What follows belongs to an exercise in optimizing a design on an open flow for small area and a short achievable clock period; a production flow would make more cautious choices.
Function was checked by simulation only, so behaviour that the tests miss may differ from the original.

Setup of exp/xenon:
Design bbox_raster, start of the top module:
module bbox_raster #(
    parameter int SIGFIG     = 24,
    parameter int RADIX      = 10,
    parameter int PIPE_DEPTH = 3
) (
    input  logic                     clk,
    input  logic                     arst_n,
    input  logic [3*SIGFIG-1:0]      tri_x,
    input  logic [3*SIGFIG-1:0]      tri_y,
    input  logic                     tri_valid,
    input  logic                     halt_n,
    input  logic signed [SIGFIG-1:0] screen_x,
    input  logic signed [SIGFIG-1:0] screen_y,
    input  logic [3:0]               msaa_mode,
    output logic [3*SIGFIG-1:0]      out_tri_x,
    output logic [3*SIGFIG-1:0]      out_tri_y,
    output logic signed [SIGFIG-1:0] box_ll_x,
    output logic signed [SIGFIG-1:0] box_ll_y,
    output logic signed [SIGFIG-1:0] box_ur_x,
    output logic signed [SIGFIG-1:0] box_ur_y,
    output logic                     out_valid
);
==> flow/config.mk <==
export PLATFORM = sky130hd
export DESIGN_NAME = bbox_raster
export DESIGN_NICKNAME = bbox_raster
export VERILOG_FILES = /design/flow/design.v
export SDC_FILE = /design/flow/constraint.sdc
export NUM_CORES = 4
export LEC_CHECK = 0
export ABC_AREA = 1
export CAP_MARGIN = 20
export CORE_MARGIN = 2
export CORE_UTILIZATION = 40
export SLEW_MARGIN = 20
==> flow/constraint.sdc <==
create_clock -name core_clock -period 14.0 [get_ports {clk}]
set_input_delay 2.8000 -clock core_clock [delete_from_list [all_inputs] [get_ports {clk}]]
set_output_delay 2.8000 -clock core_clock [all_outputs]
set_load 0.01 [all_outputs]
standard.sh (not shown) runs the stock make flow with config.mk's settings and CLKGATE_MAP_FILE= SYNTH_SCRIPT=/design/flow/synth_recipe.tcl, a recipe that flattens the netlist after the stock synthesis.
==> flow/flow/run.sh <==
#!/bin/bash
set -euo pipefail
MARGIN=$(cat flow/margin.txt)
bash standard.sh SETUP_SLACK_MARGIN=$MARGIN \
    "BUFFER_PORTS_ARGS=-buffer_cell sky130_fd_sc_hd__buf_2" finish > make_finish.log 2>&1
==> flow/flow/margin.txt <==
9.8
exp/xenon completed end to end with timing, DRC and antenna clean.
Inputs modified between exp/xenon and exp/maple:
==> flow/flow/margin.txt <==
9.5
==> notes.md <==
exp/maple vs. exp/xenon: setup skew after layout saw an increase; worst path buffer plus inverter count shows an increase of 4; met3 track utilization from global routing rose by 0.31 points. Number of cells on the critical path: exp/maple > exp/xenon. [compare] base=exp/xenon new=exp/maple: met2 routing resource usage after global routing lost 0.22 points; buffers inserted during post-CTS setup optimization lost 9; delay of the slowest cell on the worst path picked up an extra 0.24 ns; setup slack lost 0.30 ns.
Here is what was changed in the inputs of exp/sierra compared with exp/maple.
==> flow/flow/margin.txt <==
10.1
Results
exp/maple ran to completion and came out clean on the timing, design-rule and antenna checks.
exp/sierra closes out successfully: all stages finished, all timing, DRC and antenna checks passed.
Taking exp/maple as the reference, in exp/sierra global-route wire length before repair grew by 5800 µm; non-clock buffering overhead in the final layout now larger; utilization rose 2.4 points.
Re clock network area share: exp/sierra is 0.22 points down on exp/maple.
Between exp/sierra and exp/maple, the number of cells on the critical path is higher for exp/maple.
Area added between synthesis and finish (lower): exp/maple
The following lists how exp/willow was set up differently from exp/sierra:
# exp/sierra
export LEC_CHECK = 0
export ABC_AREA = 1
export CAP_MARGIN = 20
export CORE_MARGIN = 2
export CORE_UTILIZATION = 40
export SLEW_MARGIN = 20
create_clock -name core_clock -period 14.0 [get_ports {clk}]
# exp/willow
export LEC_CHECK = 0
export ABC_AREA = 1
export CAP_MARGIN = 20
export CORE_MARGIN = 2
export CORE_UTILIZATION = 40
export CTS_BUF_LIST = sky130_fd_sc_hd__clkbuf_8 sky130_fd_sc_hd__clkbuf_16
export CTS_CLUSTER_DIAMETER = 150
export CTS_CLUSTER_SIZE = 22
export SLEW_MARGIN = 20
create_clock -name core_clock -period 14.0 [get_ports {clk}]
==> flow/flow/margin.txt <==
9.8
## What came out
Diff exp/sierra -> exp/willow: via-per-instance ratio fell by 0.49%, synthesized area stayed essentially flat, setup slack fell by 0.061 ns, final cell count fell by 235.
Area of all placed cells without fillers delta (exp/willow − exp/sierra): favourable
Worst hold slack for exp/willow is higher than for exp/sierra.
Post-cts repair resize count: higher on exp/sierra
Compare exp/sierra and exp/willow | clock period minus worst slack lower: exp/sierra
exp/willow vs exp/sierra — area of combinational cells with multiple inputs dropped by a few percent
A critical path startpoint of v3$_DFFE_PN0P_ is what exp/willow shows, while s3_y[33]$_DFFE_PP_ belongs to exp/sierra.

port drivers added, routing unchanged:
No port has a modelled driver above. Below, the same layouts with a new extraction and two added sets of constraints. Step 1, drivers: a clkbuf_16 drives clk and a buf_2 each remaining input, both assumed. Step 2, shift: input delay + t, output delay - t, t = (earliest + latest rising clock arrival at the registers) / 2. This alone moves slack from input paths to output paths. a / b / c = ideal / step 1 / step 2; a / b = the first two.
run	shift t [ns]	slack for setup (ns)	worst setup path at the end	slew at the worst register clock pin (ns)	cell pins on the clock port's net
exp/xenon	0.810	9.834 / 9.751 / 9.085	input to register	0.07 / 0.07	1
exp/maple	0.811	9.530 / 9.530 / 8.804	input to register	0.07 / 0.07	1
exp/sierra	0.809	9.835 / 9.752 / 9.287	input to register	0.07 / 0.07	1
exp/willow	0.755	9.774 / 9.691 / 9.151	input to register	0.10 / 0.10	1
After both steps every run listed still meets setup and hold. For exp/xenon, which loses most, drivers alone change the setup slack by -0.083 ns; drivers and shift together by -0.749 ns.
